Context: an optimization exercise on an open-source flow, tuned for small area, a short achievable clock period and few clock cycles per item. The choices shown serve that exercise and are no tape-out recipe.
No functional check of the RTL was part of any run shown here.
Power figures rest on the tool's default switching activity, not on a simulated workload.

## flow/design.v (module list and top-level ports; edited modules follow where they fit)
// module csa_multiplier: 1725 lines
module csa_multiplier (
    input  logic        clk,
    input  logic        rst_n,
    input  logic        in_valid,
    input  logic [15:0] x,
    input  logic [15:0] y,
    output logic        out_valid,
    output logic [31:0] product
);
  // ...
==> flow/flow/run.sh <==
#!/bin/bash
# Own layout flow: the standard layout with two changes.
# 1. Synthesis: Yosys's synth runs with -noabc, so its early "abc -fast" pass
#    does not re-map the hand-written full/half adders before extract_fa maps
#    them to the library's fa/ha cells (no inverters between adders).
# 2. Port buffers: buffer_ports still gives every input and output port a
#    buffer, but uses the plain buffer named below instead of the delay cell
#    it picks by default.
# Everything else is the standard flow (standard.sh, ORFS make targets).
set -euo pipefail
here=$(pwd)
sed 's/yosys synth -nofsm -noshare /yosys synth -nofsm -noshare -noabc /' synth_recipe.tcl > noabc_synth.tcl
grep -q -- "-noabc" noabc_synth.tcl
export BUFFER_PORTS_ARGS="-buffer_cell sky130_fd_sc_hd__buf_1"
bash standard.sh SYNTH_SCRIPT="$here/noabc_synth.tcl" finish > "$here/flow_make.log" 2>&1
==> flow/standard.sh <==
#!/bin/bash
# synth_recipe.tcl (not shown) runs the flow's synth.tcl, then flattens the netlist and writes it again
# the make line also repeats each setting of config.mk as NAME=value (left out here)
make -C /OpenROAD-flow-scripts/flow DESIGN_CONFIG=/design/flow/config.mk WORK_HOME=/design/flow/orfs CLKGATE_MAP_FILE= SYNTH_SCRIPT=/design/flow/synth_recipe.tcl "${@:-finish}"
==> flow/config.mk <==
export PLATFORM = sky130hd
export DESIGN_NAME = csa_multiplier
export DESIGN_NICKNAME = csa_multiplier
export VERILOG_FILES = /design/flow/design.v
export SDC_FILE = /design/flow/constraint.sdc
export NUM_CORES = 4
export LEC_CHECK = 0
export CAP_MARGIN = 20
export CORE_MARGIN = 2
export CORE_UTILIZATION = 40
export CTS_CLUSTER_DIAMETER = 80
export CTS_CLUSTER_SIZE = 24
export SETUP_SLACK_MARGIN = 4.3
export SLEW_MARGIN = 20
==> flow/constraint.sdc <==
create_clock -name core_clock -period 6.5 [get_ports {clk}]
set_input_delay 1.3000 -clock core_clock [delete_from_list [all_inputs] [get_ports {clk}]]
set_output_delay 1.3000 -clock core_clock [all_outputs]
set_load 0.01 [all_outputs]
==> results.yml, run 1 <==
finish:
  multiInputGateArea_sq_um: 6530
  nonClkBufAreaFrac: 0.0409
  signal_buffers: 81
  largest_cell_class: "multi-input gates"
  biggestRegsByFlops: "pr (32), xr (16)"
synthesis:
  ys_top_cells_by_area: "sky130_fd_sc_hd__dfxtp_1, sky130_fd_sc_hd__fa_1, sky130_fd_sc_hd__xnor2_1"
pwr:
  power.density_cell_area_nw_per_um2: 473
  clock_group_uw: 971
clock_tree:
  numClockSinks: 230
  cts-buffers-inserted: 15
  cts_resized: 93
  holdBufCountCts: 0
place:
  port_buffers: 67
  place_inst: 1378
sta:
  timing.setup.tns_ns: 0
  max-slew-margin-rel: 0.598
  finalHoldViolCount: 0
  unrepaired_setup_endpoints_after_global_routing: "yes"
hold_path:
  min_delay_path_depth: 0
critical_path:
  worstPathCellList: "buf_2"
  cp_num_buf_inv: 1
global_route:
  grt_first_pass_wirelength_um: 39700
  grt_use_met2: 0.245
outcome:
  status: "finished clean"
drt:
  drc_errors: 0
==> run 2: changes to the inputs <==
--- a/flow/design.v
+++ b/flow/design.v
@@ -1299,427 +1299,280 @@
     assign ag30 = t2_c30_0 & t2_c30_1;
     assign ap30 = t2_c30_0 ^ t2_c30_1;
     logic ag31, ap31;
     assign ag31 = t2_c31_0 & t2_c31_1;
     assign ap31 = t2_c31_0 ^ t2_c31_1;
     logic pg0_1_g, pg0_1_p;
     assign pg0_1_g = 1'b0;
     assign pg0_1_p = t2_p1 & t2_p0;
-    logic pg0_2_g, pg0_2_p;
-    assign pg0_2_g = 1'b0;
-    assign pg0_2_p = t2_p2 & t2_p1;
     logic pg0_3_g, pg0_3_p;
     assign pg0_3_g = ag3;
     assign pg0_3_p = ap3 & t2_p2;
-    logic pg0_4_g, pg0_4_p;
-    assign pg0_4_g = ag4 | (ap4 & ag3);
-    assign pg0_4_p = ap4 & ap3;
     logic pg0_5_g, pg0_5_p;
     assign pg0_5_g = ag5 | (ap5 & ag4);
     assign pg0_5_p = ap5 & ap4;
-    logic pg0_6_g, pg0_6_p;
-    assign pg0_6_g = ag6 | (ap6 & ag5);
-    assign pg0_6_p = ap6 & ap5;
     logic pg0_7_g, pg0_7_p;
     assign pg0_7_g = ag7 | (ap7 & ag6);
     assign pg0_7_p = ap7 & ap6;
-    logic pg0_8_g, pg0_8_p;
-    assign pg0_8_g = ag8 | (ap8 & ag7);
-    assign pg0_8_p = ap8 & ap7;
     logic pg0_9_g, pg0_9_p;
     assign pg0_9_g = ag9 | (ap9 & ag8);
     assign pg0_9_p = ap9 & ap8;
-    logic pg0_10_g, pg0_10_p;
-    assign pg0_10_g = ag10 | (ap10 & ag9);
-    assign pg0_10_p = ap10 & ap9;
     logic pg0_11_g, pg0_11_p;
     assign pg0_11_g = ag11 | (ap11 & ag10);
     assign pg0_11_p = ap11 & ap10;
-    logic pg0_12_g, pg0_12_p;
-    assign pg0_12_g = ag12 | (ap12 & ag11);
-    assign pg0_12_p = ap12 & ap11;
     logic pg0_13_g, pg0_13_p;
     assign pg0_13_g = ag13 | (ap13 & ag12);
     assign pg0_13_p = ap13 & ap12;
-    logic pg0_14_g, pg0_14_p;
-    assign pg0_14_g = ag14 | (ap14 & ag13);
-    assign pg0_14_p = ap14 & ap13;
     logic pg0_15_g, pg0_15_p;
     assign pg0_15_g = ag15 | (ap15 & ag14);
     assign pg0_15_p = ap15 & ap14;
-    logic pg0_16_g, pg0_16_p;
-    assign pg0_16_g = ag16 | (ap16 & ag15);
-    assign pg0_16_p = ap16 & ap15;
     logic pg0_17_g, pg0_17_p;
     assign pg0_17_g = ag17 | (ap17 & ag16);
     assign pg0_17_p = ap17 & ap16;
-    logic pg0_18_g, pg0_18_p;
-    assign pg0_18_g = ag18 | (ap18 & ag17);
-    assign pg0_18_p = ap18 & ap17;
     logic pg0_19_g, pg0_19_p;
     assign pg0_19_g = ag19 | (ap19 & ag18);
     assign pg0_19_p = ap19 & ap18;
-    logic pg0_20_g, pg0_20_p;
-    assign pg0_20_g = ag20 | (ap20 & ag19);
-    assign pg0_20_p = ap20 & ap19;
     logic pg0_21_g, pg0_21_p;
     assign pg0_21_g = ag21 | (ap21 & ag20);
     assign pg0_21_p = ap21 & ap20;
-    logic pg0_22_g, pg0_22_p;
-    assign pg0_22_g = ag22 | (ap22 & ag21);
-    assign pg0_22_p = ap22 & ap21;
     logic pg0_23_g, pg0_23_p;
     assign pg0_23_g = ag23 | (ap23 & ag22);
     assign pg0_23_p = ap23 & ap22;
-    logic pg0_24_g, pg0_24_p;
-    assign pg0_24_g = ag24 | (ap24 & ag23);
-    assign pg0_24_p = ap24 & ap23;
     logic pg0_25_g, pg0_25_p;
     assign pg0_25_g = ag25 | (ap25 & ag24);
     assign pg0_25_p = ap25 & ap24;
-    logic pg0_26_g, pg0_26_p;
-    assign pg0_26_g = ag26 | (ap26 & ag25);
-    assign pg0_26_p = ap26 & ap25;
     logic pg0_27_g, pg0_27_p;
     assign pg0_27_g = ag27 | (ap27 & ag26);
     assign pg0_27_p = ap27 & ap26;
-    logic pg0_28_g, pg0_28_p;
-    assign pg0_28_g = ag28 | (ap28 & ag27);
-    assign pg0_28_p = ap28 & ap27;
     logic pg0_29_g, pg0_29_p;
     assign pg0_29_g = ag29 | (ap29 & ag28);
     assign pg0_29_p = ap29 & ap28;
-    logic pg0_30_g, pg0_30_p;
-    assign pg0_30_g = ag30 | (ap30 & ag29);
-    assign pg0_30_p = ap30 & ap29;
     logic pg0_31_g, pg0_31_p;
     assign pg0_31_g = ag31 | (ap31 & ag30);
     assign pg0_31_p = ap31 & ap30;
-    logic pg1_2_g, pg1_2_p;
-    assign pg1_2_g = pg0_2_g;
-    assign pg1_2_p = pg0_2_p & t2_p0;
     logic pg1_3_g, pg1_3_p;
     assign pg1_3_g = pg0_3_g | (pg0_3_p & pg0_1_g);
     assign pg1_3_p = pg0_3_p & pg0_1_p;
-    logic pg1_4_g, pg1_4_p;
-    assign pg1_4_g = pg0_4_g | (pg0_4_p & pg0_2_g);
-    assign pg1_4_p = pg0_4_p & pg0_2_p;
     logic pg1_5_g, pg1_5_p;
     assign pg1_5_g = pg0_5_g | (pg0_5_p & pg0_3_g);
     assign pg1_5_p = pg0_5_p & pg0_3_p;
-    logic pg1_6_g, pg1_6_p;
-    assign pg1_6_g = pg0_6_g | (pg0_6_p & pg0_4_g);
-    assign pg1_6_p = pg0_6_p & pg0_4_p;
     logic pg1_7_g, pg1_7_p;
     assign pg1_7_g = pg0_7_g | (pg0_7_p & pg0_5_g);
     assign pg1_7_p = pg0_7_p & pg0_5_p;
-    logic pg1_8_g, pg1_8_p;
-    assign pg1_8_g = pg0_8_g | (pg0_8_p & pg0_6_g);
-    assign pg1_8_p = pg0_8_p & pg0_6_p;
     logic pg1_9_g, pg1_9_p;
     assign pg1_9_g = pg0_9_g | (pg0_9_p & pg0_7_g);
     assign pg1_9_p = pg0_9_p & pg0_7_p;
-    logic pg1_10_g, pg1_10_p;
-    assign pg1_10_g = pg0_10_g | (pg0_10_p & pg0_8_g);
-    assign pg1_10_p = pg0_10_p & pg0_8_p;
     logic pg1_11_g, pg1_11_p;
     assign pg1_11_g = pg0_11_g | (pg0_11_p & pg0_9_g);
     assign pg1_11_p = pg0_11_p & pg0_9_p;
-    logic pg1_12_g, pg1_12_p;
-    assign pg1_12_g = pg0_12_g | (pg0_12_p & pg0_10_g);
-    assign pg1_12_p = pg0_12_p & pg0_10_p;
     logic pg1_13_g, pg1_13_p;
     assign pg1_13_g = pg0_13_g | (pg0_13_p & pg0_11_g);
     assign pg1_13_p = pg0_13_p & pg0_11_p;
-    logic pg1_14_g, pg1_14_p;
-    assign pg1_14_g = pg0_14_g | (pg0_14_p & pg0_12_g);
-    assign pg1_14_p = pg0_14_p & pg0_12_p;
     logic pg1_15_g, pg1_15_p;
     assign pg1_15_g = pg0_15_g | (pg0_15_p & pg0_13_g);
     assign pg1_15_p = pg0_15_p & pg0_13_p;
-    logic pg1_16_g, pg1_16_p;
-    assign pg1_16_g = pg0_16_g | (pg0_16_p & pg0_14_g);
-    assign pg1_16_p = pg0_16_p & pg0_14_p;
     logic pg1_17_g, pg1_17_p;
     assign pg1_17_g = pg0_17_g | (pg0_17_p & pg0_15_g);
     assign pg1_17_p = pg0_17_p & pg0_15_p;
-    logic pg1_18_g, pg1_18_p;
-    assign pg1_18_g = pg0_18_g | (pg0_18_p & pg0_16_g);
-    assign pg1_18_p = pg0_18_p & pg0_16_p;
     logic pg1_19_g, pg1_19_p;
     assign pg1_19_g = pg0_19_g | (pg0_19_p & pg0_17_g);
     assign pg1_19_p = pg0_19_p & pg0_17_p;
-    logic pg1_20_g, pg1_20_p;
-    assign pg1_20_g = pg0_20_g | (pg0_20_p & pg0_18_g);
-    assign pg1_20_p = pg0_20_p & pg0_18_p;
     logic pg1_21_g, pg1_21_p;
     assign pg1_21_g = pg0_21_g | (pg0_21_p & pg0_19_g);
     assign pg1_21_p = pg0_21_p & pg0_19_p;
-    logic pg1_22_g, pg1_22_p;
-    assign pg1_22_g = pg0_22_g | (pg0_22_p & pg0_20_g);
-    assign pg1_22_p = pg0_22_p & pg0_20_p;
     logic pg1_23_g, pg1_23_p;
     assign pg1_23_g = pg0_23_g | (pg0_23_p & pg0_21_g);
     assign pg1_23_p = pg0_23_p & pg0_21_p;
-    logic pg1_24_g, pg1_24_p;
-    assign pg1_24_g = pg0_24_g | (pg0_24_p & pg0_22_g);
-    assign pg1_24_p = pg0_24_p & pg0_22_p;
     logic pg1_25_g, pg1_25_p;
     assign pg1_25_g = pg0_25_g | (pg0_25_p & pg0_23_g);
     assign pg1_25_p = pg0_25_p & pg0_23_p;
-    logic pg1_26_g, pg1_26_p;
-    assign pg1_26_g = pg0_26_g | (pg0_26_p & pg0_24_g);
-    assign pg1_26_p = pg0_26_p & pg0_24_p;
     logic pg1_27_g, pg1_27_p;
     assign pg1_27_g = pg0_27_g | (pg0_27_p & pg0_25_g);
     assign pg1_27_p = pg0_27_p & pg0_25_p;
-    logic pg1_28_g, pg1_28_p;
-    assign pg1_28_g = pg0_28_g | (pg0_28_p & pg0_26_g);
-    assign pg1_28_p = pg0_28_p & pg0_26_p;
     logic pg1_29_g, pg1_29_p;
     assign pg1_29_g = pg0_29_g | (pg0_29_p & pg0_27_g);
     assign pg1_29_p = pg0_29_p & pg0_27_p;
-    logic pg1_30_g, pg1_30_p;
-    assign pg1_30_g = pg0_30_g | (pg0_30_p & pg0_28_g);
-    assign pg1_30_p = pg0_30_p & pg0_28_p;
     logic pg1_31_g, pg1_31_p;
     assign pg1_31_g = pg0_31_g | (pg0_31_p & pg0_29_g);
     assign pg1_31_p = pg0_31_p & pg0_29_p;
-    logic pg2_4_g, pg2_4_p;
-    assign pg2_4_g = pg1_4_g;
-    assign pg2_4_p = pg1_4_p & t2_p0;
     logic pg2_5_g, pg2_5_p;
     assign pg2_5_g = pg1_5_g | (pg1_5_p & pg0_1_g);
     assign pg2_5_p = pg1_5_p & pg0_1_p;
-    logic pg2_6_g, pg2_6_p;
-    assign pg2_6_g = pg1_6_g | (pg1_6_p & pg1_2_g);
-    assign pg2_6_p = pg1_6_p & pg1_2_p;
     logic pg2_7_g, pg2_7_p;
     assign pg2_7_g = pg1_7_g | (pg1_7_p & pg1_3_g);
     assign pg2_7_p = pg1_7_p & pg1_3_p;
-    logic pg2_8_g, pg2_8_p;
-    assign pg2_8_g = pg1_8_g | (pg1_8_p & pg1_4_g);
-    assign pg2_8_p = pg1_8_p & pg1_4_p;
     logic pg2_9_g, pg2_9_p;
     assign pg2_9_g = pg1_9_g | (pg1_9_p & pg1_5_g);
     assign pg2_9_p = pg1_9_p & pg1_5_p;
-    logic pg2_10_g, pg2_10_p;
-    assign pg2_10_g = pg1_10_g | (pg1_10_p & pg1_6_g);
-    assign pg2_10_p = pg1_10_p & pg1_6_p;
     logic pg2_11_g, pg2_11_p;
     assign pg2_11_g = pg1_11_g | (pg1_11_p & pg1_7_g);
     assign pg2_11_p = pg1_11_p & pg1_7_p;
-    logic pg2_12_g, pg2_12_p;
-    assign pg2_12_g = pg1_12_g | (pg1_12_p & pg1_8_g);
-    assign pg2_12_p = pg1_12_p & pg1_8_p;
     logic pg2_13_g, pg2_13_p;
     assign pg2_13_g = pg1_13_g | (pg1_13_p & pg1_9_g);
     assign pg2_13_p = pg1_13_p & pg1_9_p;
-    logic pg2_14_g, pg2_14_p;
-    assign pg2_14_g = pg1_14_g | (pg1_14_p & pg1_10_g);
-    assign pg2_14_p = pg1_14_p & pg1_10_p;
     logic pg2_15_g, pg2_15_p;
     assign pg2_15_g = pg1_15_g | (pg1_15_p & pg1_11_g);
     assign pg2_15_p = pg1_15_p & pg1_11_p;
-    logic pg2_16_g, pg2_16_p;
-    assign pg2_16_g = pg1_16_g | (pg1_16_p & pg1_12_g);
-    assign pg2_16_p = pg1_16_p & pg1_12_p;
     logic pg2_17_g, pg2_17_p;
     assign pg2_17_g = pg1_17_g | (pg1_17_p & pg1_13_g);
     assign pg2_17_p = pg1_17_p & pg1_13_p;
-    logic pg2_18_g, pg2_18_p;
-    assign pg2_18_g = pg1_18_g | (pg1_18_p & pg1_14_g);
-    assign pg2_18_p = pg1_18_p & pg1_14_p;
     logic pg2_19_g, pg2_19_p;
     assign pg2_19_g = pg1_19_g | (pg1_19_p & pg1_15_g);
     assign pg2_19_p = pg1_19_p & pg1_15_p;
-    logic pg2_20_g, pg2_20_p;
-    assign pg2_20_g = pg1_20_g | (pg1_20_p & pg1_16_g);
-    assign pg2_20_p = pg1_20_p & pg1_16_p;
     logic pg2_21_g, pg2_21_p;
     assign pg2_21_g = pg1_21_g | (pg1_21_p & pg1_17_g);
     assign pg2_21_p = pg1_21_p & pg1_17_p;
-    logic pg2_22_g, pg2_22_p;
-    assign pg2_22_g = pg1_22_g | (pg1_22_p & pg1_18_g);
-    assign pg2_22_p = pg1_22_p & pg1_18_p;
     logic pg2_23_g, pg2_23_p;
     assign pg2_23_g = pg1_23_g | (pg1_23_p & pg1_19_g);
     assign pg2_23_p = pg1_23_p & pg1_19_p;
-    logic pg2_24_g, pg2_24_p;
-    assign pg2_24_g = pg1_24_g | (pg1_24_p & pg1_20_g);
-    assign pg2_24_p = pg1_24_p & pg1_20_p;
     logic pg2_25_g, pg2_25_p;
     assign pg2_25_g = pg1_25_g | (pg1_25_p & pg1_21_g);
     assign pg2_25_p = pg1_25_p & pg1_21_p;
-    logic pg2_26_g, pg2_26_p;
-    assign pg2_26_g = pg1_26_g | (pg1_26_p & pg1_22_g);
-    assign pg2_26_p = pg1_26_p & pg1_22_p;
     logic pg2_27_g, pg2_27_p;
     assign pg2_27_g = pg1_27_g | (pg1_27_p & pg1_23_g);
     assign pg2_27_p = pg1_27_p & pg1_23_p;
-    logic pg2_28_g, pg2_28_p;
-    assign pg2_28_g = pg1_28_g | (pg1_28_p & pg1_24_g);
-    assign pg2_28_p = pg1_28_p & pg1_24_p;
     logic pg2_29_g, pg2_29_p;
     assign pg2_29_g = pg1_29_g | (pg1_29_p & pg1_25_g);
     assign pg2_29_p = pg1_29_p & pg1_25_p;
-    logic pg2_30_g, pg2_30_p;
-    assign pg2_30_g = pg1_30_g | (pg1_30_p & pg1_26_g);
-    assign pg2_30_p = pg1_30_p & pg1_26_p;
     logic pg2_31_g, pg2_31_p;
     assign pg2_31_g = pg1_31_g | (pg1_31_p & pg1_27_g);
     assign pg2_31_p = pg1_31_p & pg1_27_p;
-    logic pg3_8_g, pg3_8_p;
-    assign pg3_8_g = pg2_8_g;
-    assign pg3_8_p = pg2_8_p & t2_p0;
     logic pg3_9_g, pg3_9_p;
     assign pg3_9_g = pg2_9_g | (pg2_9_p & pg0_1_g);
     assign pg3_9_p = pg2_9_p & pg0_1_p;
-    logic pg3_10_g, pg3_10_p;
-    assign pg3_10_g = pg2_10_g | (pg2_10_p & pg1_2_g);
-    assign pg3_10_p = pg2_10_p & pg1_2_p;
     logic pg3_11_g, pg3_11_p;
     assign pg3_11_g = pg2_11_g | (pg2_11_p & pg1_3_g);
     assign pg3_11_p = pg2_11_p & pg1_3_p;
-    logic pg3_12_g, pg3_12_p;
-    assign pg3_12_g = pg2_12_g | (pg2_12_p & pg2_4_g);
-    assign pg3_12_p = pg2_12_p & pg2_4_p;
     logic pg3_13_g, pg3_13_p;
     assign pg3_13_g = pg2_13_g | (pg2_13_p & pg2_5_g);
     assign pg3_13_p = pg2_13_p & pg2_5_p;
-    logic pg3_14_g, pg3_14_p;
-    assign pg3_14_g = pg2_14_g | (pg2_14_p & pg2_6_g);
-    assign pg3_14_p = pg2_14_p & pg2_6_p;
     logic pg3_15_g, pg3_15_p;
     assign pg3_15_g = pg2_15_g | (pg2_15_p & pg2_7_g);
     assign pg3_15_p = pg2_15_p & pg2_7_p;
-    logic pg3_16_g, pg3_16_p;
-    assign pg3_16_g = pg2_16_g | (pg2_16_p & pg2_8_g);
-    assign pg3_16_p = pg2_16_p & pg2_8_p;
     logic pg3_17_g, pg3_17_p;
     assign pg3_17_g = pg2_17_g | (pg2_17_p & pg2_9_g);
     assign pg3_17_p = pg2_17_p & pg2_9_p;
-    logic pg3_18_g, pg3_18_p;
-    assign pg3_18_g = pg2_18_g | (pg2_18_p & pg2_10_g);
-    assign pg3_18_p = pg2_18_p & pg2_10_p;
     logic pg3_19_g, pg3_19_p;
     assign pg3_19_g = pg2_19_g | (pg2_19_p & pg2_11_g);
     assign pg3_19_p = pg2_19_p & pg2_11_p;
-    logic pg3_20_g, pg3_20_p;
-    assign pg3_20_g = pg2_20_g | (pg2_20_p & pg2_12_g);
-    assign pg3_20_p = pg2_20_p & pg2_12_p;
     logic pg3_21_g, pg3_21_p;
     assign pg3_21_g = pg2_21_g | (pg2_21_p & pg2_13_g);
     assign pg3_21_p = pg2_21_p & pg2_13_p;
-    logic pg3_22_g, pg3_22_p;
-    assign pg3_22_g = pg2_22_g | (pg2_22_p & pg2_14_g);
-    assign pg3_22_p = pg2_22_p & pg2_14_p;
     logic pg3_23_g, pg3_23_p;
     assign pg3_23_g = pg2_23_g | (pg2_23_p & pg2_15_g);
     assign pg3_23_p = pg2_23_p & pg2_15_p;
-    logic pg3_24_g, pg3_24_p;
-    assign pg3_24_g = pg2_24_g | (pg2_24_p & pg2_16_g);
-    assign pg3_24_p = pg2_24_p & pg2_16_p;
     logic pg3_25_g, pg3_25_p;
     assign pg3_25_g = pg2_25_g | (pg2_25_p & pg2_17_g);
     assign pg3_25_p = pg2_25_p & pg2_17_p;
-    logic pg3_26_g, pg3_26_p;
-    assign pg3_26_g = pg2_26_g | (pg2_26_p & pg2_18_g);
-    assign pg3_26_p = pg2_26_p & pg2_18_p;
     logic pg3_27_g, pg3_27_p;
     assign pg3_27_g = pg2_27_g | (pg2_27_p & pg2_19_g);
     assign pg3_27_p = pg2_27_p & pg2_19_p;
-    logic pg3_28_g, pg3_28_p;
-    assign pg3_28_g = pg2_28_g | (pg2_28_p & pg2_20_g);
-    assign pg3_28_p = pg2_28_p & pg2_20_p;
     logic pg3_29_g, pg3_29_p;
     assign pg3_29_g = pg2_29_g | (pg2_29_p & pg2_21_g);
     assign pg3_29_p = pg2_29_p & pg2_21_p;
-    logic pg3_30_g, pg3_30_p;
-    assign pg3_30_g = pg2_30_g | (pg2_30_p & pg2_22_g);
-    assign pg3_30_p = pg2_30_p & pg2_22_p;
     logic pg3_31_g, pg3_31_p;
     assign pg3_31_g = pg2_31_g | (pg2_31_p & pg2_23_g);
     assign pg3_31_p = pg2_31_p & pg2_23_p;
-    logic pg4_16_g, pg4_16_p;
-    assign pg4_16_g = pg3_16_g;
-    assign pg4_16_p = pg3_16_p & t2_p0;
     logic pg4_17_g, pg4_17_p;
     assign pg4_17_g = pg3_17_g | (pg3_17_p & pg0_1_g);
     assign pg4_17_p = pg3_17_p & pg0_1_p;
-    logic pg4_18_g, pg4_18_p;
-    assign pg4_18_g = pg3_18_g | (pg3_18_p & pg1_2_g);
-    assign pg4_18_p = pg3_18_p & pg1_2_p;
     logic pg4_19_g, pg4_19_p;
     assign pg4_19_g = pg3_19_g | (pg3_19_p & pg1_3_g);
     assign pg4_19_p = pg3_19_p & pg1_3_p;
-    logic pg4_20_g, pg4_20_p;
-    assign pg4_20_g = pg3_20_g | (pg3_20_p & pg2_4_g);
-    assign pg4_20_p = pg3_20_p & pg2_4_p;
     logic pg4_21_g, pg4_21_p;
     assign pg4_21_g = pg3_21_g | (pg3_21_p & pg2_5_g);
     assign pg4_21_p = pg3_21_p & pg2_5_p;
-    logic pg4_22_g, pg4_22_p;
-    assign pg4_22_g = pg3_22_g | (pg3_22_p & pg2_6_g);
-    assign pg4_22_p = pg3_22_p & pg2_6_p;
     logic pg4_23_g, pg4_23_p;
     assign pg4_23_g = pg3_23_g | (pg3_23_p & pg2_7_g);
     assign pg4_23_p = pg3_23_p & pg2_7_p;
-    logic pg4_24_g, pg4_24_p;
-    assign pg4_24_g = pg3_24_g | (pg3_24_p & pg3_8_g);
-    assign pg4_24_p = pg3_24_p & pg3_8_p;
     logic pg4_25_g, pg4_25_p;
     assign pg4_25_g = pg3_25_g | (pg3_25_p & pg3_9_g);
     assign pg4_25_p = pg3_25_p & pg3_9_p;
-    logic pg4_26_g, pg4_26_p;
-    assign pg4_26_g = pg3_26_g | (pg3_26_p & pg3_10_g);
-    assign pg4_26_p = pg3_26_p & pg3_10_p;
     logic pg4_27_g, pg4_27_p;
     assign pg4_27_g = pg3_27_g | (pg3_27_p & pg3_11_g);
     assign pg4_27_p = pg3_27_p & pg3_11_p;
-    logic pg4_28_g, pg4_28_p;
-    assign pg4_28_g = pg3_28_g | (pg3_28_p & pg3_12_g);
-    assign pg4_28_p = pg3_28_p & pg3_12_p;
     logic pg4_29_g, pg4_29_p;
     assign pg4_29_g = pg3_29_g | (pg3_29_p & pg3_13_g);
     assign pg4_29_p = pg3_29_p & pg3_13_p;
-    logic pg4_30_g, pg4_30_p;
-    assign pg4_30_g = pg3_30_g | (pg3_30_p & pg3_14_g);
-    assign pg4_30_p = pg3_30_p & pg3_14_p;
     logic pg4_31_g, pg4_31_p;
     assign pg4_31_g = pg3_31_g | (pg3_31_p & pg3_15_g);
     assign pg4_31_p = pg3_31_p & pg3_15_p;
+    logic pg5_2_g, pg5_2_p;
+    assign pg5_2_g = t2_p2 & pg0_1_g;
+    assign pg5_2_p = t2_p2 & pg0_1_p;
+    logic pg5_4_g, pg5_4_p;
+    assign pg5_4_g = ag4 | (ap4 & pg1_3_g);
+    assign pg5_4_p = ap4 & pg1_3_p;
+    logic pg5_6_g, pg5_6_p;
+    assign pg5_6_g = ag6 | (ap6 & pg2_5_g);
+    assign pg5_6_p = ap6 & pg2_5_p;
+    logic pg5_8_g, pg5_8_p;
+    assign pg5_8_g = ag8 | (ap8 & pg2_7_g);
+    assign pg5_8_p = ap8 & pg2_7_p;
+    logic pg5_10_g, pg5_10_p;
+    assign pg5_10_g = ag10 | (ap10 & pg3_9_g);
+    assign pg5_10_p = ap10 & pg3_9_p;
+    logic pg5_12_g, pg5_12_p;
+    assign pg5_12_g = ag12 | (ap12 & pg3_11_g);
+    assign pg5_12_p = ap12 & pg3_11_p;
+    logic pg5_14_g, pg5_14_p;
+    assign pg5_14_g = ag14 | (ap14 & pg3_13_g);
+    assign pg5_14_p = ap14 & pg3_13_p;
+    logic pg5_16_g, pg5_16_p;
+    assign pg5_16_g = ag16 | (ap16 & pg3_15_g);
+    assign pg5_16_p = ap16 & pg3_15_p;
+    logic pg5_18_g, pg5_18_p;
+    assign pg5_18_g = ag18 | (ap18 & pg4_17_g);
+    assign pg5_18_p = ap18 & pg4_17_p;
+    logic pg5_20_g, pg5_20_p;
+    assign pg5_20_g = ag20 | (ap20 & pg4_19_g);
+    assign pg5_20_p = ap20 & pg4_19_p;
+    logic pg5_22_g, pg5_22_p;
+    assign pg5_22_g = ag22 | (ap22 & pg4_21_g);
+    assign pg5_22_p = ap22 & pg4_21_p;
+    logic pg5_24_g, pg5_24_p;
+    assign pg5_24_g = ag24 | (ap24 & pg4_23_g);
+    assign pg5_24_p = ap24 & pg4_23_p;
+    logic pg5_26_g, pg5_26_p;
+    assign pg5_26_g = ag26 | (ap26 & pg4_25_g);
+    assign pg5_26_p = ap26 & pg4_25_p;
+    logic pg5_28_g, pg5_28_p;
+    assign pg5_28_g = ag28 | (ap28 & pg4_27_g);
+    assign pg5_28_p = ap28 & pg4_27_p;
+    logic pg5_30_g, pg5_30_p;
+    assign pg5_30_g = ag30 | (ap30 & pg4_29_g);
+    assign pg5_30_p = ap30 & pg4_29_p;
     assign sum[0] = t2_p0;
     assign sum[1] = t2_p1 ^ 1'b0;
     assign sum[2] = t2_p2 ^ pg0_1_g;
-    assign sum[3] = ap3 ^ pg1_2_g;
+    assign sum[3] = ap3 ^ pg5_2_g;
     assign sum[4] = ap4 ^ pg1_3_g;
-    assign sum[5] = ap5 ^ pg2_4_g;
+    assign sum[5] = ap5 ^ pg5_4_g;
     assign sum[6] = ap6 ^ pg2_5_g;
-    assign sum[7] = ap7 ^ pg2_6_g;
+    assign sum[7] = ap7 ^ pg5_6_g;
     assign sum[8] = ap8 ^ pg2_7_g;
-    assign sum[9] = ap9 ^ pg3_8_g;
+    assign sum[9] = ap9 ^ pg5_8_g;
     assign sum[10] = ap10 ^ pg3_9_g;
-    assign sum[11] = ap11 ^ pg3_10_g;
+    assign sum[11] = ap11 ^ pg5_10_g;
     assign sum[12] = ap12 ^ pg3_11_g;
-    assign sum[13] = ap13 ^ pg3_12_g;
+    assign sum[13] = ap13 ^ pg5_12_g;
     assign sum[14] = ap14 ^ pg3_13_g;
-    assign sum[15] = ap15 ^ pg3_14_g;
+    assign sum[15] = ap15 ^ pg5_14_g;
     assign sum[16] = ap16 ^ pg3_15_g;
-    assign sum[17] = ap17 ^ pg4_16_g;
+    assign sum[17] = ap17 ^ pg5_16_g;
     assign sum[18] = ap18 ^ pg4_17_g;
-    assign sum[19] = ap19 ^ pg4_18_g;
+    assign sum[19] = ap19 ^ pg5_18_g;
     assign sum[20] = ap20 ^ pg4_19_g;
-    assign sum[21] = ap21 ^ pg4_20_g;
+    assign sum[21] = ap21 ^ pg5_20_g;
     assign sum[22] = ap22 ^ pg4_21_g;
-    assign sum[23] = ap23 ^ pg4_22_g;
+    assign sum[23] = ap23 ^ pg5_22_g;
     assign sum[24] = ap24 ^ pg4_23_g;
-    assign sum[25] = ap25 ^ pg4_24_g;
+    assign sum[25] = ap25 ^ pg5_24_g;
     assign sum[26] = ap26 ^ pg4_25_g;
-    assign sum[27] = ap27 ^ pg4_26_g;
+    assign sum[27] = ap27 ^ pg5_26_g;
     assign sum[28] = ap28 ^ pg4_27_g;
-    assign sum[29] = ap29 ^ pg4_28_g;
+    assign sum[29] = ap29 ^ pg5_28_g;
     assign sum[30] = ap30 ^ pg4_29_g;
-    assign sum[31] = ap31 ^ pg4_30_g;
+    assign sum[31] = ap31 ^ pg5_30_g;
     always_ff @(posedge clk) pr <= sum;
     assign product = pr;
 endmodule
--- a/flow/config.mk
+++ b/flow/config.mk
@@ -5,10 +5,10 @@
 export SDC_FILE = /design/flow/constraint.sdc
 export NUM_CORES = 4
 export LEC_CHECK = 0
 export CAP_MARGIN = 20
 export CORE_MARGIN = 2
 export CORE_UTILIZATION = 40
 export CTS_CLUSTER_DIAMETER = 80
 export CTS_CLUSTER_SIZE = 24
-export SETUP_SLACK_MARGIN = 4.3
+export SETUP_SLACK_MARGIN = 4.0
 export SLEW_MARGIN = 20
==> run 2 against run 1 <==
Net effect:
- critical path depth grew 3
- non-clock buffer count shrank 8
- routed wire length shrank 4.5%
- largest cell class unchanged
- cell count shrank 5.7%
- still clean
- area after synthesis shrank 2.2%
- worst setup slack lost 0.23 ns
- highest routed layer unchanged
- combinational power shrank about 20%
- die area shrank 2.2%
- total power shrank 8.8%
- critical path type is now reg -> reg
==> results.yml, run 2 <==
critical_path:
  critical_path_peak_fanout: 16
  cp.arrival_ns: 2.81
  worstSetupStartpoint: "b_two[3]$_DFF_P_"
  endpoint_kind: "register"
  crit_path_start_kind: "register"
  worstReg2RegStart: "b_two[3]$_DFF_P_"
  required_ns: 6.84
  critPathKind: "reg -> reg"
drt:
  routedWlPerCell_um: 17.5
  drc_errors: 0
  routed_wirelength_um: 23200
  number_of_vias_after_detailed_routing: 6487
  number_of_nets_still_failing_antenna_checks_after_routing: 0
  initialDrtViolationCount: 482
  detail_route.vias_per_cell: 4.88
  drtPass1Iterations: 8
synthesis:
  synth_sequential_area_ratio: 0.411
  ys.flop_type: "sky130_fd_sc_hd__dfxtp_1"
  yosys_warnings: 1
  yosys_register_bits: 230
  syn_area_sq_um: 11200
  synth.top_cells.by_count: "sky130_fd_sc_hd__dfxtp_1, sky130_fd_sc_hd__xnor2_1, sky130_fd_sc_hd__a22oi_1, sky130_fd_sc_hd__fa_1, sky130_fd_sc_hd__clkbuf_1"
  yosysMostFrequentCell: "sky130_fd_sc_hd__dfxtp_1"
  netlist.area_leader.share: 0.411
  number_of_instances_in_the_synthesized_netlist: 937
  post_synth_top_area_cell: "sky130_fd_sc_hd__dfxtp_1"
  synth-edff-count: 0
  syn-num-nets: 1150
  synthDistinctLibCells: 38
  syn_avg_cell_area_sq_um: 12.0
  postSynth.asyncResetShare: 0
  ys_top_cells_by_area: "sky130_fd_sc_hd__dfxtp_1, sky130_fd_sc_hd__fa_1, sky130_fd_sc_hd__xnor2_1"
hold_path:
  min-delay-start: "t1_c31_0$_DFF_P_"
  min-delay-path-class: "reg -> reg"
sta:
  max-slew-margin-rel: 0.454
  worst_hold_slack_ns: 0.331
  unrepaired_setup_endpoints_after_global_routing: "yes"
  finalHoldViolCount: 0
  period_minus_slack_ns: 2.47
  final.period_utilization: 0.380
  max_freq_mhz: 404
  slew_at_the_pin_with_the_worst_max_slew_slack_ns: 0.818
  fin_ws_ns: 4.03
  drv_slew: 0
  clock_skew_ns: 0.0179
  timing.setup.tns_ns: 0
  report.final.setup_viol: 0
floorplan:
  floorplan.die.height_um: 171
  core.rowCount: 61
  starting_density: 0.405
  die_x_um: 171
  fp.dieArea_sq_um: 29400
  io_pins: 68
  core_sq_um: 27700
finish:
  finalNetCount: 1158
  antenna-diode-count: 0
  largest-register: "pr"
  postLayoutCellArea_sq_um: 12200
  layout_common_cells: "sky130_fd_sc_hd__dfxtp_1, sky130_fd_sc_hd__xnor2_1, sky130_fd_sc_hd__a22oi_1, sky130_fd_sc_hd__fa_1, sky130_fd_sc_hd__buf_1"
  commonest_non_fill_non_tap_cell_in_the_layout: "sky130_fd_sc_hd__dfxtp_1"
  drive_gt1_frac: 0.0662
  largest_register_ffs: 32
  area_growth_pct: 9.08
  biggestRegsByFlops: "pr (32), xr (16)"
clock_tree:
  cts-buffers-inserted: 15
  numClockSinks: 230
  h-tree-depth: 1
  clk_pin_slew_worst_paths_ns: 0.08
  clock_path_buffers: 3
  worst_skew_pair.late_latency_ns: 0.48
  ctsRootBufferMaster: "sky130_fd_sc_hd__clkbuf_16"
  holdBufCountCts: 0
  postcts_setup_bufs: 0
  cts_tree: "done"
place:
  globalplace.congestion: 0.841
  pre_cts_ws_ns: 3.90
  total_cell_area_at_the_placement_stage_sq_um: 11700
  hpwlAfterDp_um: 16300
  port_buffers: 67
global_route:
  antenna_found_initial: 0
  gr-total-overflow: 0
  grt_first_pass_wirelength_um: 38100
  grt_usage: 0.166
  vias_in_the_first_global_route: 6894
  grt_max_degree: 35
outcome:
  status: "finished clean"
pwr:
  ir_drop_worst_case_vdd_v: 0.000162
  p_leak_uw: 0.00483
  power.density_cell_area_nw_per_um2: 453
  power_uw: 5540
run:
  max-cap-violations: 0
[run 2: timing repair]
action                     in CTS  in global routing
setup endpoints to repair       3                 30
pin swaps                       6                  2
gates resized for setup         8                 17
[run 2: logic make-up (layout without fill, tap and decap cells)]
kind of cell | count (synthesis) | count (layout) | share of synthesized area
and+or+nand+nor | 92 | 92 | 0.0364
AOI/OAI and AO/OA | 162 | 162 | 0.111
DFF | 230 | 230 | 0.411
buffers and inverters | 117 | 131 | 0.0402
xor gates and xnor gates | 158 | 158 | 0.123
adders and majority gates | 178 | 178 | 0.278
[run 2: cell type report]
| class | count | area, sq um |
|---|---|---|
| sequential | 230 | 4620 |
| fill | 2574 | 15500 |
| timing repair buffer | 73 | 297 |
| clock buffer | 16 | 379 |
| multi-input combinational | 590 | 6220 |
| tap | 378 | 473 |
| clock inverter | 7 | 104 |
| inverter | 35 | 131 |
[run 2: per-layer routing]
layer  GRT usage  vias up  wire length (um)
met1       0.248     3155             11300
li1            -     3100                 -
met4      0.0372        0               307
met2       0.254      205             10200
met3      0.0235       27              1480
met5           0        -                 0
[run 2: stage by stage]
| step | utilization | instances |
|---|---|---|
| floorplan | - | 937 |
| global placement | 0.421 | 1306 |
| detailed placement | 0.421 | 1306 |
| CTS | 0.440 | 1329 |
| global route | 0.441 | 1329 |
| finish | 0.441 | 1329 |
[run 2: path summary, 6_finish.rpt]
kind	end	slack, ns	depth (start not counted)
max reg2reg	t1_c20_3$_DFF_P_	4.03	4
max	t1_c20_3$_DFF_P_	4.03	4
min	t2_c31_0$_DFF_P_	0.33	0
min reg2reg	t2_c31_0$_DFF_P_	0.33	0
[run 2: power by group]
group          internal (uW)  switching (uW)
sequential              2000             337
combinational           1020            1210
clock                    480             492
[run 2: critical path: stages (launching register included)]
cell	delay, ns
sky130_fd_sc_hd__dfxtp_1	0.83
sky130_fd_sc_hd__a22oi_1	0.23
sky130_fd_sc_hd__xnor2_1	0.20
sky130_fd_sc_hd__fa_1	0.60
sky130_fd_sc_hd__fa_1	0.48
==> run 3: changes to the inputs <==
--- a/flow/config.mk
+++ b/flow/config.mk
@@ -10,5 +10,5 @@
 export CORE_UTILIZATION = 40
 export CTS_CLUSTER_DIAMETER = 80
 export CTS_CLUSTER_SIZE = 24
-export SETUP_SLACK_MARGIN = 4.0
+export SETUP_SLACK_MARGIN = 4.3
 export SLEW_MARGIN = 20
==> run 3 against run 2 <==
Net effect:
- maximum frequency grew 7.3%
- routed wire length shrank 0.73%
- total power grew 7.1%
- worst hold slack gained 0.00099 ns
- largest cell class unchanged
- first-iteration DRC count grew 12%
- still clean on timing, DRC and antenna
- non-clock buffer count grew 18
- via count grew 1.8%
- synthesized cell count is the same
- count of clock-buffer cells in the layout is the same
- sequential share of layout area shrank 1.1 points
- area after synthesis is the same
==> results.yml, run 3 <==
floorplan:
  starting_density: 0.405
  die_x_um: 171
  io_pins: 68
  core_sq_um: 27700
  fp.dieArea_sq_um: 29400
  core.rowCount: 61
  floorplan.die.height_um: 171
global_route:
  grt_usage: 0.163
  vias_in_the_first_global_route: 6817
  grt_max_degree: 35
  gr-total-overflow: 0
  antenna_found_initial: 0
  grt_first_pass_wirelength_um: 37600
clock_tree:
  clk_pin_slew_worst_paths_ns: 0.09
  h-tree-depth: 1
  cts-buffers-inserted: 14
  clock_path_buffers: 3
  cts_tree: "done"
  holdBufCountCts: 0
  numClockSinks: 230
  ctsRootBufferMaster: "sky130_fd_sc_hd__clkbuf_16"
  worst_skew_pair.late_latency_ns: 0.48
synthesis:
  yosysMostFrequentCell: "sky130_fd_sc_hd__dfxtp_1"
  synthDistinctLibCells: 38
  syn-num-nets: 1150
  syn_avg_cell_area_sq_um: 12.0
  syn_area_sq_um: 11200
  synth-edff-count: 0
  post_synth_top_area_cell: "sky130_fd_sc_hd__dfxtp_1"
  ys.flop_type: "sky130_fd_sc_hd__dfxtp_1"
  number_of_instances_in_the_synthesized_netlist: 937
  netlist.area_leader.share: 0.411
  postSynth.asyncResetShare: 0
  synth_sequential_area_ratio: 0.411
  synth.top_cells.by_count: "sky130_fd_sc_hd__dfxtp_1, sky130_fd_sc_hd__xnor2_1, sky130_fd_sc_hd__a22oi_1, sky130_fd_sc_hd__fa_1, sky130_fd_sc_hd__clkbuf_1"
  yosys_register_bits: 230
  ys_top_cells_by_area: "sky130_fd_sc_hd__dfxtp_1, sky130_fd_sc_hd__fa_1, sky130_fd_sc_hd__xnor2_1"
  yosys_warnings: 1
finish:
  largest-register: "pr"
  area_growth_pct: 14.4
  commonest_non_fill_non_tap_cell_in_the_layout: "sky130_fd_sc_hd__dfxtp_1"
  final_core_util: 0.463
  biggestRegsByFlops: "pr (32), xr (16)"
  antenna-diode-count: 0
  drive_gt1_frac: 0.209
  postLayoutCellArea_sq_um: 12800
  finalNetCount: 1175
  layout_common_cells: "sky130_fd_sc_hd__dfxtp_1, sky130_fd_sc_hd__xnor2_1, sky130_fd_sc_hd__a22oi_1, sky130_fd_sc_hd__fa_1, sky130_fd_sc_hd__dfxtp_2"
  filler_cell_count: 2507
  largest_register_ffs: 32
place:
  port_buffers: 67
  total_cell_area_at_the_placement_stage_sq_um: 11700
  hpwlAfterDp_um: 16000
  globalplace.congestion: 0.831
  pre_cts_ws_ns: 3.90
pwr:
  ir_drop_worst_case_vdd_v: 0.000164
  p_leak_uw: 0.00504
  power_uw: 5930
  power.density_cell_area_nw_per_um2: 463
sta:
  timing.setup.tns_ns: 0
  slew_at_the_pin_with_the_worst_max_slew_slack_ns: 0.614
  report.final.setup_viol: 0
  finalHoldViolCount: 0
  max_freq_mhz: 434
  fin_ws_ns: 4.20
  drv_slew: 0
  clock_skew_ns: 0.0219
  max-slew-margin-rel: 0.590
  period_minus_slack_ns: 2.30
  unrepaired_setup_endpoints_after_global_routing: "yes"
  final.period_utilization: 0.355
drt:
  routed_wirelength_um: 23100
  drc_errors: 0
  routedWlPerCell_um: 17.2
  initialDrtViolationCount: 538
  detail_route.vias_per_cell: 4.91
  drtPass1Iterations: 5
  number_of_vias_after_detailed_routing: 6606
  number_of_nets_still_failing_antenna_checks_after_routing: 0
critical_path:
  required_ns: 6.88
  critical_path_peak_fanout: 3
  critPathMostFrequentCell: "sky130_fd_sc_hd__o31ai_4"
  critPathKind: "reg -> reg"
  cpMaxStageDelayCell: "sky130_fd_sc_hd__fa_2"
  crit_path_max_incr_delay_ns: 0.37
  cp.arrival_ns: 2.69
  worstPathCellList: "ha_4, a21oi_2, nand2_2, a211oi_4, o31ai_4, a21oi_4, o31ai_4, fa_2, xnor2_2, xnor2_1"
  endpoint_kind: "register"
  crit_path_start_kind: "register"
run:
  max-cap-violations: 0
hold_path:
  min-delay-path-class: "reg -> reg"
outcome:
  status: "finished clean"
[run 3: metal layers]
metal	track usage	routed length [um]	vias to the layer above
met4	0.0346	318	0
met5	0	0	-
met1	0.237	11000	3259
met2	0.255	10200	200
met3	0.0281	1520	23
li1	-	-	3124
[run 3: what timing repair did]
item                                    in CTS  in global routing
resized for setup                          107                 62
setup buffers                                9                  9
endpoints found under the setup margin     103                 57
pin swaps                                   20                 11
hold endpoints to repair                     0                  0
[run 3: worst max-delay path, delay by kind of cell (launching register included)]
kind	cells	cell delay, ns
AO/OA/AOI/OAI	5	0.88
adder cells (fa/ha/maj)	2	0.63
AND/OR/NAND/NOR	1	0.08
flip-flops	1	0.36
XOR/XNOR	2	0.26
[run 3: worst paths after layout]
kind,from,endpoint,slack (ns),depth (start not counted)
setup reg to reg,t2_c12_1$_DFF_P_,pr[31]$_DFF_P_,4.20,10
hold / removal,t1_c3_0$_DFF_P_,t2_c3_0$_DFF_P_,0.33,0
setup / recovery,t2_c12_1$_DFF_P_,pr[31]$_DFF_P_,4.20,10
hold reg to reg,t1_c3_0$_DFF_P_,t2_c3_0$_DFF_P_,0.33,0
[run 3: area by class of cell]
cell class                      instances  area [sq um]  share of cell area
Multi-Input combinational cell        590          6510               0.507
Sequential cell                       230          4700               0.367
Timing Repair Buffer                   91           576              0.0449
Tap cell                              378           473              0.0369
Clock buffer                           16           389              0.0303
Inverter                               35           131              0.0102
Clock inverter                          5          42.5             0.00332
[run 3: report_power, final]
part / switching [uW] / total (uW) / leakage [uW] / internal (uW)
clock network: 469 / 908 / 0.000211 / 439
logic: 1300 / 2630 / 0.00289 / 1330
registers: 374 / 2390 / 0.00194 / 2020
[run 3: kinds of logic (layout without fill, tap and decap cells)]
| kind of cell | after synthesis | count (layout) | synth area share |
|---|---|---|---|
| flip-flops | 230 | 230 | 0.411 |
| adder cells (fa/ha/maj) | 178 | 178 | 0.278 |
| AO/OA/AOI/OAI | 162 | 162 | 0.111 |
| XOR/XNOR | 158 | 158 | 0.123 |
| buffers and inverters | 117 | 147 | 0.0402 |
| AND/OR/NAND/NOR | 92 | 92 | 0.0364 |
[run 3: stage by stage]
| step | hold slack [ns] | std cells |
|---|---|---|
| 6_report | 0.332 | 1345 |
| 5_1_grt | 0.340 | 1345 |
| 4_1_cts | 0.332 | 1336 |
| 3_5_place_dp | 0.312 | 1306 |
| 3_3_place_gp | 0.312 | 1306 |
| 2_1_floorplan | 0.310 | 937 |

[separate check: timing with driven ports]
How much do the figures lean on ideal ports? The routed layouts below were timed once more, with nothing changed but the port constraints. Step 1 assumes that a clkbuf_16 drives the clock port and a buf_2 every other input. Step 2 moves the port delays by t, midway between the first and last clock arrival at a register: inputs arrive t later, outputs are due t later. That takes back most of the time a late clock gives input paths. a / b / c = ideal ports / drivers / drivers and shift; a / b = the first two.
run | t (ns) | slack for setup (ns) | clock arrival spread, ns | slew at the worst register clock pin (ns)
run 1 | 0.536 | 4.258 / 4.212 / 4.278 | 0.034 / 0.034 | 0.10 / 0.10
run 2 | 0.517 | 4.028 / 4.028 / 4.028 | 0.019 / 0.020 | 0.09 / 0.09
run 3 | 0.515 | 4.195 / 4.195 / 4.195 | 0.022 / 0.022 | 0.10 / 0.10
After both steps every run listed still meets setup and hold.
